From an optimization exercise on the open Yosys and OpenROAD flow, aimed at small area; shortcuts taken in it are not production practice.
Only simulation tests tie the RTL to the original design; equivalence was not proved.
Power and IR drop assume default switching activity.

v6:
## conv_sample_mem
module conv_sample_mem (
  input  logic                    clk,
  input  logic                    rst,
  input  logic                    ena,
  input  logic                    wr,
  input  logic                    rd,
  input  conv_mem_pkg::pix_addr_t addr,
  input  conv_mem_pkg::pixel_t    pixel,
  output conv_mem_pkg::window_t   window,
  output logic                    window_valid,
  output logic                    ack
);
Size in the first run: roughly 2700 cells after synthesis, about 0.040 mm2 of cells after synthesis.
==> flow/config.mk <==
export PLATFORM = sky130hd
export DESIGN_NAME = conv_sample_mem
export DESIGN_NICKNAME = conv_sample_mem
export VERILOG_FILES = /design/flow/design.v
export SDC_FILE = /design/flow/constraint.sdc
export NUM_CORES = 4
export LEC_CHECK = 0
export CAP_MARGIN = 20
export CORE_MARGIN = 2
export CORE_UTILIZATION = 60
export CTS_CLUSTER_DIAMETER = 80
export CTS_CLUSTER_SIZE = 30
export PLACE_DENSITY = 0.7
export SETUP_SLACK_MARGIN = 0.2
export SLEW_MARGIN = 20
export SYNTH_HIERARCHICAL = 1
==> flow/constraint.sdc <==
create_clock -name core_clock -period 6.0 [get_ports {clk}]
set_input_delay 1.2000 -clock core_clock [delete_from_list [all_inputs] [get_ports {clk}]]
set_output_delay 1.2000 -clock core_clock [all_outputs]
set_load 0.01 [all_outputs]
standard.sh (not shown) runs the stock make flow with config.mk's settings and CLKGATE_MAP_FILE= SYNTH_SCRIPT=/design/flow/synth_recipe.tcl, a recipe that flattens the netlist after the stock synthesis.
==> flow/flow/run.sh <==
#!/bin/bash
# The standard layout (standard synthesis unchanged), except that the
# port buffers are plain buf_2 cells instead of the delay buffer that
# buffer_ports picks by default. make's full output goes to flow_make.log.
set -euo pipefail
cd "$(dirname "$0")/.."
bash standard.sh "BUFFER_PORTS_ARGS=-buffer_cell sky130_fd_sc_hd__buf_2" finish > flow_make.log 2>&1
> inputs changed (v6 -> v7)
- SETUP_SLACK_MARGIN: 0.2 -> 0.25
- PLACE_DENSITY: 0.7 -> 0.8
- CORE_UTILIZATION: 60 -> 65
Results
Delta (v7 minus v6): worst path setup slack after routing saw an increase; largest net degree at the start of global routing picked up an extra 22; final cell area excluding filler cells down 0.67%.
A slowest cell on the critical path of sky130_fd_sc_hd__mux2i_1 is what v7 shows, while sky130_fd_sc_hd__dfxtp_4 belongs to v6.
On number of clock-tree buffers in the layout: v7 sits above v6.
The final clock skew on v7 is in line with that on v6.
v7 finished every stage and its layout cleared the timing, DRC and antenna checks.
Taking v6 as the reference, in v7 share of power burned in combinational logic went down by 0.2 points; fraction of cell area in non-clock buffers held; die boundary width now sits lower.
Compared with v6, v7 shows a overall power of the completed layout that is 0.93% lower.


conv_sample_mem again, from the RTL that the note above started with.
Settings: LEC_CHECK=0, CAP_MARGIN=20, CORE_MARGIN=2, CORE_UTILIZATION=60, CTS_CLUSTER_DIAMETER=80, CTS_CLUSTER_SIZE=30, PLACE_DENSITY=0.75, SETUP_SLACK_MARGIN=0.25, SLEW_MARGIN=20, SYNTH_HIERARCHICAL=1; clock period 6.0 ns.
==> flow/flow/run.sh <==
#!/bin/bash
# The standard layout (standard synthesis unchanged), except that the
# port buffers are plain buf_2 cells instead of the delay buffer that
# buffer_ports picks by default, and that clock tree synthesis inserts no
# dummy loads (same clustering as config.mk's CTS_CLUSTER_* settings).
# make's full output goes to flow_make.log.
set -euo pipefail
cd "$(dirname "$0")/.."
bash standard.sh "BUFFER_PORTS_ARGS=-buffer_cell sky130_fd_sc_hd__buf_2" \
  "CTS_ARGS=-sink_clustering_enable -repair_clock_nets -sink_clustering_size 30 -sink_clustering_max_diameter 80 -dont_use_dummy_load" \
  finish > flow_make.log 2>&1
The starting point completed without violations.
Next try:
Settings changed: CORE_UTILIZATION 60 to 65, GPL_ROUTABILITY_DRIVEN from default to 0, PLACE_DENSITY 0.75 to 0.8.
Outcome: Critical path depth goes up by 2. Cell area is about the same. Setup slack is worse by 0.13 ns. Sequential share of layout area goes up by 0.15 points. Hold slack is better by 0.010 ns. Area after synthesis is unchanged.

==> port drivers added, routing unchanged <==
In the flow no input, the clock included, has a driving cell. The finished layouts below were timed again as built, in two steps. Step 1, drivers: a clkbuf_16 drives clk and a buf_2 each remaining input, both assumed. Step 2 also shifts input and output timing later by t, the mid clock arrival at the registers, as if the neighbouring blocks saw the same clock. Slacks: ideal ports / drivers / drivers and shift; pairs: ideal ports / drivers.
run | shift t [ns] | slack for setup (ns) | hold slack, ns | worst setup path after step 2 | worst register clock-pin slew, ns
v6 | 0.670 | 0.130 / 0.067 / 0.737 | 0.456 / 0.456 / 0.456 | register to output | 0.11 / 0.11
v7 | 0.693 | 0.146 / 0.080 / 0.773 | 0.467 / 0.467 / 0.467 | register to output | 0.12 / 0.12
the first run of note 2 | 0.673 | 0.246 / 0.179 / 0.853 | 0.465 / 0.465 / 0.465 | register to output | 0.11 / 0.11
the second run of note 2 | 0.674 | 0.115 / 0.050 / 0.724 | 0.476 / 0.476 / 0.476 | register to output | 0.11 / 0.11
After both steps every run listed still meets setup and hold.
